Source: an optimization exercise on an open RTL-to-GDS flow (aim: small area, a short achievable clock period and few clock cycles per item). Production flows keep margins and buffers that such runs may drop.
Where RTL was checked, it was by simulation tests only, not by an equivalence proof against the original.
The clock input has no modelled driver; a real chip could not lean on it and would need a root buffer or a full tree.
No activity file was given, so power comes from the tool's default toggle rates.

==> inputs of run a <==
// fetch_top
module fetch_top #(
    parameter int LO_W    = 6,
    parameter int CREDITS = 2
) (
    input  logic        clk,
    input  logic        rst_n_i,
    input  logic        redirect_valid_i,
    input  logic [31:0] redirect_pc_i,
    input  logic        credit_return_i,
    input  logic [7:0]  mem_data_i,
    output logic        fetch_valid_o,
    output logic [31:0] fetch_pc_o,
    output logic [31:0] fetch_insn_o,
    output logic        mem_rd_o,
    output logic [31:0] mem_addr_o
);
==> module fetch_top, before the edit <==
module fetch_top #(
    parameter int LO_W    = 6,
    parameter int CREDITS = 2
) (
    input  logic        clk,
    input  logic        rst_n_i,
    input  logic        redirect_valid_i,
    input  logic [31:0] redirect_pc_i,
    input  logic        credit_return_i,
    input  logic [7:0]  mem_data_i,
    output logic        fetch_valid_o,
    output logic [31:0] fetch_pc_o,
    output logic [31:0] fetch_insn_o,
    output logic        mem_rd_o,
    output logic [31:0] mem_addr_o
);
    localparam int LO = LO_W + 2;
    logic [31:LO]   hi_q;
    logic [LO-1:2]  rd_lo_q;
    logic [LO-1:2]  dl_lo_q;
    logic [1:0]     off_q;       
    logic [31:0]    insn_q;      
    logic           done_q;      
    logic           valid_q;     
    logic           carry_q;     
    logic [1:0]     occ_q;       
    logic           room;
    logic           last;
    logic           take;
    logic           wrap;
    assign room = (occ_q + {1'b0, valid_q}) < 2'(CREDITS);
    assign last = (off_q == 2'd3) && !carry_q;
    assign take = last && room;
    assign wrap = &rd_lo_q;
    always_ff @(posedge clk) begin
        if (!rst_n_i) begin
            hi_q    <= '0;
            rd_lo_q <= '0;
            off_q   <= 2'd0;
            done_q  <= 1'b0;
            valid_q <= 1'b0;
            carry_q <= 1'b0;
            occ_q   <= 2'd0;
        end else begin
            occ_q <= occ_q + {1'b0, valid_q} - {1'b0, credit_return_i};
            if (redirect_valid_i) begin
                hi_q    <= redirect_pc_i[31:LO];
                rd_lo_q <= redirect_pc_i[LO-1:2];
                off_q   <= 2'd0;
                done_q  <= 1'b0;
                valid_q <= 1'b0;
                carry_q <= 1'b0;
            end else begin
                done_q  <= take;
                valid_q <= done_q;
                if (!carry_q) begin
                    off_q <= off_q + 2'd1;
                end
                if (take) begin
                    rd_lo_q <= rd_lo_q + 1'b1;
                    carry_q <= wrap;
                end
                if (carry_q && valid_q) begin
                    hi_q    <= hi_q + 1'b1;
                    carry_q <= 1'b0;
                end
            end
        end
    end
    always_ff @(posedge clk) begin
        insn_q <= {mem_data_i, insn_q[31:8]};
        if (take) begin
            dl_lo_q <= rd_lo_q;
        end
    end
    assign mem_rd_o      = 1'b1;
    assign mem_addr_o    = {hi_q, rd_lo_q, off_q};
    assign fetch_valid_o = valid_q;
    assign fetch_pc_o    = {hi_q, dl_lo_q, 2'b00};
    assign fetch_insn_o  = insn_q;
endmodule
==> flow/config.mk <==
export PLATFORM = sky130hd
export DESIGN_NAME = fetch_top
export DESIGN_NICKNAME = fetch_top
export VERILOG_FILES = /design/flow/design.v
export SDC_FILE = /design/flow/constraint.sdc
export NUM_CORES = 4
export LEC_CHECK = 0
export ABC_CLOCK_PERIOD_IN_PS = 2400
export CAP_MARGIN = 20
export CORE_MARGIN = 2
export CORE_UTILIZATION = 40
export CTS_CLUSTER_DIAMETER = 500
export CTS_CLUSTER_SIZE = 100
export SETUP_SLACK_MARGIN = 4.6
export SLEW_MARGIN = 20
==> flow/constraint.sdc <==
create_clock -name core_clock -period 7.0 [get_ports {clk}]
set_input_delay 1.4000 -clock core_clock [delete_from_list [all_inputs] [get_ports {clk}]]
set_output_delay 1.4000 -clock core_clock [all_outputs]
set_load 0.01 [all_outputs]
standard.sh (not shown) runs the stock make flow with config.mk's settings and CLKGATE_MAP_FILE= SYNTH_SCRIPT=/design/flow/synth_recipe.tcl, a recipe that flattens the netlist after the stock synthesis.
==> flow/flow/run.sh <==
#!/bin/bash
# standard layout, with plain buf_1 port buffers instead of the default choice
set -euo pipefail
export BUFFER_PORTS_ARGS="-buffer_cell sky130_fd_sc_hd__buf_1"
bash standard.sh > flow_standard.log 2>&1
==> run b (differences from run a) <==
--- a/flow/design.v
+++ b/flow/design.v
@@ -90,4 +90,4 @@
                 end
+                hi_q <= hi_q + (carry_q & valid_q);
                 if (carry_q && valid_q) begin
-                    hi_q    <= hi_q + 1'b1;
                     carry_q <= 1'b0;
==> flow/flow/run.sh (replaced) <==
#!/bin/bash
# standard layout with plain buf_1 port buffers and adjusted clock tree options
set -euo pipefail
export BUFFER_PORTS_ARGS="-buffer_cell sky130_fd_sc_hd__buf_1"
export CTS_ARGS="-sink_clustering_enable -repair_clock_nets -dont_use_dummy_load"
bash standard.sh > flow_standard.log 2>&1
--- a/flow/config.mk
+++ b/flow/config.mk
@@ -7,3 +7,2 @@
 export LEC_CHECK = 0
-export ABC_CLOCK_PERIOD_IN_PS = 2400
 export CAP_MARGIN = 20
@@ -11,4 +10,2 @@
 export CORE_UTILIZATION = 40
-export CTS_CLUSTER_DIAMETER = 500
-export CTS_CLUSTER_SIZE = 100
 export SETUP_SLACK_MARGIN = 4.6
==> run c (differences from run a) <==
==> flow/flow/run.sh (replaced) <==
#!/bin/bash
# standard layout with plain buf_1 port buffers and a one-level clock tree
set -euo pipefail
export BUFFER_PORTS_ARGS="-buffer_cell sky130_fd_sc_hd__buf_1"
export CTS_ARGS="-sink_clustering_enable -repair_clock_nets -dont_use_dummy_load"
export POST_CTS_TCL="$PWD/flow/post_cts.tcl"
bash standard.sh > flow_standard.log 2>&1
==> flow/flow/post_cts.tcl (new file) <==
# POST_CTS hook: rebuild the clock tree that CTS made (a root buffer feeding
# leaf buffers) as one level: NLEAF clock buffers, each fed from the clock
# port and driving the flip-flops of one quarter of the core
set nleaf 4
set leaf_cell sky130_fd_sc_hd__clkbuf_8
set block [ord::get_db_block]
set clk_net [$block findNet clk]
set dbu [$block getDbUnitsPerMicron]

# every clock buffer below the port, and every flip-flop clock pin below them
set bufs {}
set sinks {}
set todo [list $clk_net]
while {[llength $todo]} {
  set net [lindex $todo 0]
  set todo [lrange $todo 1 end]
  foreach it [$net getITerms] {
    if {![$it isInputSignal]} { continue }
    set inst [$it getInst]
    if {[string match "sky130_fd_sc_hd__clkbuf*" [[$inst getMaster] getName]]} {
      lappend bufs $inst
      lappend todo [[$inst findITerm X] getNet]
    } else {
      lappend sinks $it
    }
  }
}
puts "post_cts: [llength $bufs] clock buffers, [llength $sinks] sinks"

# sink positions; split by median x, then each half by median y
proc center {it} {
  set bb [[$it getInst] getBBox]
  return [list [expr {([$bb xMin] + [$bb xMax]) / 2}] [expr {([$bb yMin] + [$bb yMax]) / 2}]]
}
set pts {}
foreach it $sinks { lappend pts [concat [center $it] [list $it]] }
set pts [lsort -integer -index 0 $pts]
set half [expr {[llength $pts] / 2}]
set groups {}
foreach part [list [lrange $pts 0 [expr {$half - 1}]] [lrange $pts $half end]] {
  set part [lsort -integer -index 1 $part]
  set h [expr {[llength $part] / 2}]
  lappend groups [lrange $part 0 [expr {$h - 1}]] [lrange $part $h end]
}

# remove the old tree
foreach it $sinks { $it disconnect }
foreach inst $bufs {
  set onet [[$inst findITerm X] getNet]
  foreach it [$inst getITerms] { if {[$it getNet] ne "NULL"} { $it disconnect } }
  odb::dbInst_destroy $inst
  if {$onet ne "NULL" && [$onet getName] ne "clk"} { odb::dbNet_destroy $onet }
}

# new leaves
set master [[ord::get_db] findMaster $leaf_cell]
set i 0
foreach g $groups {
  set name "clkleaf_$i"
  set inst [odb::dbInst_create $block $master $name]
  set net [odb::dbNet_create $block "clknet_leaf_$i"]
  $net setSigType CLOCK
  [$inst findITerm A] connect $clk_net
  [$inst findITerm X] connect $net
  set sx 0; set sy 0
  foreach p $g {
    [lindex $p 2] connect $net
    set sx [expr {$sx + [lindex $p 0]}]
    set sy [expr {$sy + [lindex $p 1]}]
  }
  set n [llength $g]
  place_inst -name $name -location [list [expr {double($sx) / $n / $dbu}] [expr {double($sy) / $n / $dbu}]] -status PLACED
  puts "post_cts: $name drives $n sinks"
  incr i
}
detailed_placement
check_placement -verbose
estimate_parasitics -placement
report_clock_skew
report_clock_min_period
--- a/flow/config.mk
+++ b/flow/config.mk
@@ -7,3 +7,2 @@
 export LEC_CHECK = 0
-export ABC_CLOCK_PERIOD_IN_PS = 2400
 export CAP_MARGIN = 20
@@ -11,5 +10,3 @@
 export CORE_UTILIZATION = 40
-export CTS_CLUSTER_DIAMETER = 500
-export CTS_CLUSTER_SIZE = 100
-export SETUP_SLACK_MARGIN = 4.6
+export SETUP_SLACK_MARGIN = 4.72
 export SLEW_MARGIN = 20
==> qor summary <==
Run status: run c no timing/DRC/antenna violations; run a no timing/DRC/antenna violations; run b no timing/DRC/antenna violations
Critical path start-end classification: run c in2reg; run a reg2out; run b reg2out
M3 GR Usage: run c 3.97%; run a 3.69%; run b 3.51%
Relative contribution of sequential cells to total power: run c 65.6%; run a 50.8%; run b 59.1%
Unrepaired setup endpoints after global routing: run c false; run a true; run b true
Proportion of power drawn by combinational gates: run c 12.6%; run a 9.2%; run b 10.5%
Tot GR Track Use: run c 15.3%; run a 16.1%; run b 15.7%
Critical hold path startpoint: run c insn_q[12]; run a insn_q[21]; run b insn_q[17]
Capturing element of the worst setup path: run c hi_q[28]; run a mem_addr_o[10]; run b mem_addr_o[11]
Power of the combinational group: run c 0.0923 mW; run a 0.0871 mW; run b 0.0850 mW
Final instance area: run c 0.00355 sq mm; run a 0.00360 sq mm; run b 0.00349 sq mm
Placed standard-cell area: run c 0.00332 sq mm; run a 0.00332 sq mm; run b 0.00332 sq mm
Number of global-route vias before repair: run c 1968; run a 2058; run b 2095
Testbench counts of run a, summed over its fixed seeds: cycles 69,980, items 16,000.
Testbench counts of run c, summed over its fixed seeds: cycles 69,980, items 16,000.
No functional check of the RTL was part of run b. The clock cells of run c come from the design's own scripts or RTL, not from TritonCTS.

==> job 5146: inputs <==
==> flow/design.v <==
`timescale 1ns/1ns
package fetch_pkg;
    parameter int XLEN = 32;
    typedef logic [XLEN-1:0] addr_t;
    typedef union packed {
        logic [3:0][7:0] bytes;
        logic [XLEN-1:0] word;
    } insn_word_u;
    typedef struct packed {
        logic  valid;
        addr_t pc;
    } lookup_t;
    typedef struct packed {
        logic       valid;
        addr_t      pc;
        insn_word_u insn;
    } fetch_t;
    typedef struct packed {
        logic  valid;
        addr_t pc;
    } redirect_t;
    typedef struct packed {
        logic       valid;
        addr_t      pc;
        insn_word_u data;
    } fill_t;
endpackage
`timescale 1ns/1ns
module fetch_top #(
    parameter int LO_W    = 6,
    parameter int CREDITS = 2
) (
    input  logic        clk,
    input  logic        rst_n_i,
    input  logic        redirect_valid_i,
    input  logic [31:0] redirect_pc_i,
    input  logic        credit_return_i,
    input  logic [7:0]  mem_data_i,
    output logic        fetch_valid_o,
    output logic [31:0] fetch_pc_o,
    output logic [31:0] fetch_insn_o,
    output logic        mem_rd_o,
    output logic [31:0] mem_addr_o
);
    localparam int LO = LO_W + 2;
    logic [31:LO]   hi_q;
    logic [LO-1:2]  rd_lo_q;
    logic [LO-1:2]  dl_lo_q;
    logic [1:0]     off_q;       
    logic [31:0]    insn_q;      
    logic           done_q;      
    logic           valid_q;     
    logic           carry_q;     
    logic [1:0]     occ_q;       
    logic           room;
    logic           last;
    logic           take;
    logic           wrap;
    assign room = (occ_q + {1'b0, valid_q}) < 2'(CREDITS);
    assign last = (off_q == 2'd3) && !carry_q;
    assign take = last && room;
    assign wrap = &rd_lo_q;
    always_ff @(posedge clk) begin
        if (!rst_n_i) begin
            hi_q    <= '0;
            rd_lo_q <= '0;
            off_q   <= 2'd0;
            done_q  <= 1'b0;
            valid_q <= 1'b0;
            carry_q <= 1'b0;
            occ_q   <= 2'd0;
        end else begin
            occ_q <= occ_q + {1'b0, valid_q} - {1'b0, credit_return_i};
            if (redirect_valid_i) begin
                hi_q    <= redirect_pc_i[31:LO];
                rd_lo_q <= redirect_pc_i[LO-1:2];
                off_q   <= 2'd0;
                done_q  <= 1'b0;
                valid_q <= 1'b0;
                carry_q <= 1'b0;
            end else begin
                done_q  <= take;
                valid_q <= done_q;
                if (!carry_q) begin
                    off_q <= off_q + 2'd1;
                end
                if (take) begin
                    rd_lo_q <= rd_lo_q + 1'b1;
                    carry_q <= wrap;
                end
                if (carry_q && valid_q) begin
                    hi_q    <= hi_q + 1'b1;
                    carry_q <= 1'b0;
                end
            end
        end
    end
    always_ff @(posedge clk) begin
        insn_q <= {mem_data_i, insn_q[31:8]};
        if (take) begin
            dl_lo_q <= rd_lo_q;
        end
    end
    assign mem_rd_o      = 1'b1;
    assign mem_addr_o    = {hi_q, rd_lo_q, off_q};
    assign fetch_valid_o = valid_q;
    assign fetch_pc_o    = {hi_q, dl_lo_q, 2'b00};
    assign fetch_insn_o  = insn_q;
endmodule
==> flow/flow/run.sh <==
#!/bin/bash
# standard layout with plain buf_1 port buffers and adjusted clock tree options
set -euo pipefail
export BUFFER_PORTS_ARGS="-buffer_cell sky130_fd_sc_hd__buf_1"
export CTS_ARGS="-sink_clustering_enable -repair_clock_nets -dont_use_dummy_load"
bash standard.sh > flow_standard.log 2>&1
==> flow/standard.sh <==
#!/bin/bash
# synth_recipe.tcl (not shown) runs the flow's synth.tcl, then flattens the netlist and writes it again
# the make line also repeats each setting of config.mk as NAME=value (left out here)
make -C /OpenROAD-flow-scripts/flow DESIGN_CONFIG=/design/flow/config.mk WORK_HOME=/design/flow/orfs CLKGATE_MAP_FILE= SYNTH_SCRIPT=/design/flow/synth_recipe.tcl "${@:-finish}"
==> flow/config.mk <==
export PLATFORM = sky130hd
export DESIGN_NAME = fetch_top
export DESIGN_NICKNAME = fetch_top
export VERILOG_FILES = /design/flow/design.v
export SDC_FILE = /design/flow/constraint.sdc
export NUM_CORES = 4
export LEC_CHECK = 0
export CAP_MARGIN = 20
export CORE_MARGIN = 2
export CORE_UTILIZATION = 40
export GPL_TIMING_DRIVEN = 1
export SETUP_SLACK_MARGIN = 4.6
export SLEW_MARGIN = 20
==> flow/constraint.sdc <==
create_clock -name core_clock -period 7.0 [get_ports {clk}]
set_input_delay 1.4000 -clock core_clock [delete_from_list [all_inputs] [get_ports {clk}]]
set_output_delay 1.4000 -clock core_clock [all_outputs]
set_load 0.01 [all_outputs]
==> inputs of job 1832, as changes to job 5146 <==
==> flow/flow/run.sh (replaced) <==
#!/bin/bash
# standard layout with plain buf_1 port buffers and a one-level clock tree
set -euo pipefail
export BUFFER_PORTS_ARGS="-buffer_cell sky130_fd_sc_hd__buf_1"
export CTS_ARGS="-sink_clustering_enable -repair_clock_nets -dont_use_dummy_load"
export POST_CTS_TCL="$PWD/flow/post_cts.tcl"
bash standard.sh > flow_standard.log 2>&1
==> flow/flow/post_cts.tcl (new file) <==
# POST_CTS hook: rebuild the clock tree that CTS made (a root buffer feeding
# leaf buffers) as one level: NLEAF clock buffers, each fed from the clock
# port and driving the flip-flops of one quarter of the core
set nleaf 4
set leaf_cell sky130_fd_sc_hd__clkbuf_8
set block [ord::get_db_block]
set clk_net [$block findNet clk]
set dbu [$block getDbUnitsPerMicron]

# every clock buffer below the port, and every flip-flop clock pin below them
set bufs {}
set sinks {}
set todo [list $clk_net]
while {[llength $todo]} {
  set net [lindex $todo 0]
  set todo [lrange $todo 1 end]
  foreach it [$net getITerms] {
    if {![$it isInputSignal]} { continue }
    set inst [$it getInst]
    if {[string match "sky130_fd_sc_hd__clkbuf*" [[$inst getMaster] getName]]} {
      lappend bufs $inst
      lappend todo [[$inst findITerm X] getNet]
    } else {
      lappend sinks $it
    }
  }
}
puts "post_cts: [llength $bufs] clock buffers, [llength $sinks] sinks"

# sink positions; split by median x, then each half by median y
proc center {it} {
  set bb [[$it getInst] getBBox]
  return [list [expr {([$bb xMin] + [$bb xMax]) / 2}] [expr {([$bb yMin] + [$bb yMax]) / 2}]]
}
set pts {}
foreach it $sinks { lappend pts [concat [center $it] [list $it]] }
set pts [lsort -integer -index 0 $pts]
set half [expr {[llength $pts] / 2}]
set groups {}
foreach part [list [lrange $pts 0 [expr {$half - 1}]] [lrange $pts $half end]] {
  set part [lsort -integer -index 1 $part]
  set h [expr {[llength $part] / 2}]
  lappend groups [lrange $part 0 [expr {$h - 1}]] [lrange $part $h end]
}

# remove the old tree
foreach it $sinks { $it disconnect }
foreach inst $bufs {
  set onet [[$inst findITerm X] getNet]
  foreach it [$inst getITerms] { if {[$it getNet] ne "NULL"} { $it disconnect } }
  odb::dbInst_destroy $inst
  if {$onet ne "NULL" && [$onet getName] ne "clk"} { odb::dbNet_destroy $onet }
}

# new leaves
set master [[ord::get_db] findMaster $leaf_cell]
set i 0
foreach g $groups {
  set name "clkleaf_$i"
  set inst [odb::dbInst_create $block $master $name]
  set net [odb::dbNet_create $block "clknet_leaf_$i"]
  $net setSigType CLOCK
  [$inst findITerm A] connect $clk_net
  [$inst findITerm X] connect $net
  set sx 0; set sy 0
  foreach p $g {
    [lindex $p 2] connect $net
    set sx [expr {$sx + [lindex $p 0]}]
    set sy [expr {$sy + [lindex $p 1]}]
  }
  set n [llength $g]
  place_inst -name $name -location [list [expr {double($sx) / $n / $dbu}] [expr {double($sy) / $n / $dbu}]] -status PLACED
  puts "post_cts: $name drives $n sinks"
  incr i
}
detailed_placement
check_placement -verbose
estimate_parasitics -placement
report_clock_skew
report_clock_min_period
Settings changed: GPL_TIMING_DRIVEN 1 to default, SETUP_SLACK_MARGIN 4.6 to 4.66.
==> inputs of job 9197, as changes to job 5146 <==
==> flow/flow/run.sh (replaced) <==
#!/bin/bash
# standard layout with plain buf_1 port buffers and a one-level clock tree
set -euo pipefail
export BUFFER_PORTS_ARGS="-buffer_cell sky130_fd_sc_hd__buf_1"
export CTS_ARGS="-sink_clustering_enable -repair_clock_nets -dont_use_dummy_load"
export POST_CTS_TCL="$PWD/flow/post_cts.tcl"
bash standard.sh > flow_standard.log 2>&1
==> flow/flow/post_cts.tcl (new file) <==
# POST_CTS hook: rebuild the clock tree that CTS made (a root buffer feeding
# leaf buffers) as one level: NLEAF clock buffers, each fed from the clock
# port and driving the flip-flops of one quarter of the core
set nleaf 4
set leaf_cell sky130_fd_sc_hd__clkbuf_8
set block [ord::get_db_block]
set clk_net [$block findNet clk]
set dbu [$block getDbUnitsPerMicron]

# every clock buffer below the port, and every flip-flop clock pin below them
set bufs {}
set sinks {}
set todo [list $clk_net]
while {[llength $todo]} {
  set net [lindex $todo 0]
  set todo [lrange $todo 1 end]
  foreach it [$net getITerms] {
    if {![$it isInputSignal]} { continue }
    set inst [$it getInst]
    if {[string match "sky130_fd_sc_hd__clkbuf*" [[$inst getMaster] getName]]} {
      lappend bufs $inst
      lappend todo [[$inst findITerm X] getNet]
    } else {
      lappend sinks $it
    }
  }
}
puts "post_cts: [llength $bufs] clock buffers, [llength $sinks] sinks"

# sink positions; split by median x, then each half by median y
proc center {it} {
  set bb [[$it getInst] getBBox]
  return [list [expr {([$bb xMin] + [$bb xMax]) / 2}] [expr {([$bb yMin] + [$bb yMax]) / 2}]]
}
set pts {}
foreach it $sinks { lappend pts [concat [center $it] [list $it]] }
set pts [lsort -integer -index 0 $pts]
set half [expr {[llength $pts] / 2}]
set groups {}
foreach part [list [lrange $pts 0 [expr {$half - 1}]] [lrange $pts $half end]] {
  set part [lsort -integer -index 1 $part]
  set h [expr {[llength $part] / 2}]
  lappend groups [lrange $part 0 [expr {$h - 1}]] [lrange $part $h end]
}

# remove the old tree
foreach it $sinks { $it disconnect }
foreach inst $bufs {
  set onet [[$inst findITerm X] getNet]
  foreach it [$inst getITerms] { if {[$it getNet] ne "NULL"} { $it disconnect } }
  odb::dbInst_destroy $inst
  if {$onet ne "NULL" && [$onet getName] ne "clk"} { odb::dbNet_destroy $onet }
}

# new leaves
set master [[ord::get_db] findMaster $leaf_cell]
set i 0
foreach g $groups {
  set name "clkleaf_$i"
  set inst [odb::dbInst_create $block $master $name]
  set net [odb::dbNet_create $block "clknet_leaf_$i"]
  $net setSigType CLOCK
  [$inst findITerm A] connect $clk_net
  [$inst findITerm X] connect $net
  set sx 0; set sy 0
  foreach p $g {
    [lindex $p 2] connect $net
    set sx [expr {$sx + [lindex $p 0]}]
    set sy [expr {$sy + [lindex $p 1]}]
  }
  set n [llength $g]
  place_inst -name $name -location [list [expr {double($sx) / $n / $dbu}] [expr {double($sy) / $n / $dbu}]] -status PLACED
  puts "post_cts: $name drives $n sinks"
  incr i
}
detailed_placement
check_placement -verbose
estimate_parasitics -placement
report_clock_skew
report_clock_min_period
Settings changed: CORE_UTILIZATION 40 to 55, GPL_TIMING_DRIVEN 1 to default, SETUP_SLACK_MARGIN 4.6 to 4.7.
==> inputs of job 251, as changes to job 5146 <==
Settings changed: GPL_TIMING_DRIVEN 1 to default, SETUP_SLACK_MARGIN 4.6 to 4.65.
==> comparison <==
Job 5146 went through all stages and came out clean. Job 1832 passed the timing, DRC and antenna checks. Job 9197 produced a clean layout. Job 251 finished with timing, DRC and antenna clean.
In sequential power, job 251 and job 5146 hardly differ.
In die area, job 5146 and job 251 do not differ.
In job 251 the routed wire length is higher than in job 1832, by 2.1%.
Count of clock-buffer cells in the layout is the same in job 251 and job 5146.
Via count: job 251 is larger than job 1832 (about 1.5%).
First-iteration DRC count, lowest first: job 251, job 1832, job 5146, job 9197.
==> figures <==
quantity	job 5146	job 251	job 9197	job 1832
Count of filler cells inserted in the layout	679	665	448	691
Floorplan die width	89.5 um	89.5 um	76.9 um	89.5 um
Number of gates resized after CTS	4	12	-	-
Total track usage	16.0%	16.0%	21.6%	15.1%
Run status	finished clean	finished clean	finished clean	finished clean
Vias in the first global route	2009	2009	2211	1944
Final nets	457	461	461	456
Worst hold start	insn_q[21]	insn_q[21]	insn_q[30]	insn_q[12]
Std cell rows	31	31	26	31
Clock period minus final worst setup slack	2330 ps	2310 ps	2280 ps	2270 ps
Proportion of layout cells with a drive suffix above 1	6.65%	14.1%	12.4%	7.90%
Clock transition at the registers of the reported paths	90 ps	90 ps	110 ps	110 ps
RSZ-0062 raised after global routing	no	yes	yes	yes
Internal power component	0.000606 W	0.000609 W	0.000548 W	0.000546 W
Testbench counts of job 5146, summed over its fixed seeds: cycles 69,980, items 16,000.
Testbench counts of job 1832, summed over its fixed seeds: cycles 69,980, items 16,000.
Testbench counts of job 9197, summed over its fixed seeds: cycles 69,980, items 16,000.
Testbench counts of job 251, summed over its fixed seeds: cycles 69,980, items 16,000.
The clock cells of job 1832 and job 9197 come from the design's own scripts or RTL, not from TritonCTS.

[static timing again, ports no longer ideal]
Ports are ideal in the flow. The routed layouts listed here were re-timed in OpenROAD. Step 1 (the two cells are an assumption about what drives the block):
set clk [get_ports {clk}]
set_driving_cell -lib_cell sky130_fd_sc_hd__clkbuf_16 $clk
set_driving_cell -lib_cell sky130_fd_sc_hd__buf_2 [delete_from_list [all_inputs] $clk]
Step 2 adds t to the input delays and takes it off the output delays; t is the mean of the earliest and latest rising clock arrival at the registers after step 1. Input paths then give back, and output paths get back, about the clock's delay inside the block. Slacks: ideal ports / drivers / drivers and shift; pairs: ideal ports / drivers.
run | t, ns | setup slack, ns | hold WS [ns] | worst register clock-pin slew, ns | cell pins on the clock port's net
run a | 0.369 | 4.653 / 4.624 / 4.417 | 0.342 / 0.342 / 0.342 | 0.09 / 0.09 | 1
run b | 0.351 | 4.655 / 4.627 / 4.470 | 0.328 / 0.328 / 0.328 | 0.08 / 0.08 | 1
run c | 0.220 | 4.782 / 4.810 / 4.590 | 0.354 / 0.354 / 0.354 | 0.11 / 0.11 | 4
job 5146 | 0.363 | 4.667 / 4.637 / 4.395 | 0.328 / 0.328 / 0.328 | 0.09 / 0.09 | 1
job 1832 | 0.216 | 4.728 / 4.749 / 4.537 | 0.354 / 0.354 / 0.354 | 0.11 / 0.11 | 4
job 9197 | 0.217 | 4.719 / 4.739 / 4.522 | 0.348 / 0.348 / 0.348 | 0.11 / 0.11 | 4
job 251 | 0.364 | 4.690 / 4.661 / 4.469 | 0.329 / 0.329 / 0.329 | 0.09 / 0.09 | 1
After both steps every run listed still meets setup and hold. For job 5146, which loses most, drivers alone change the setup slack by -0.030 ns; drivers and shift together by -0.272 ns.
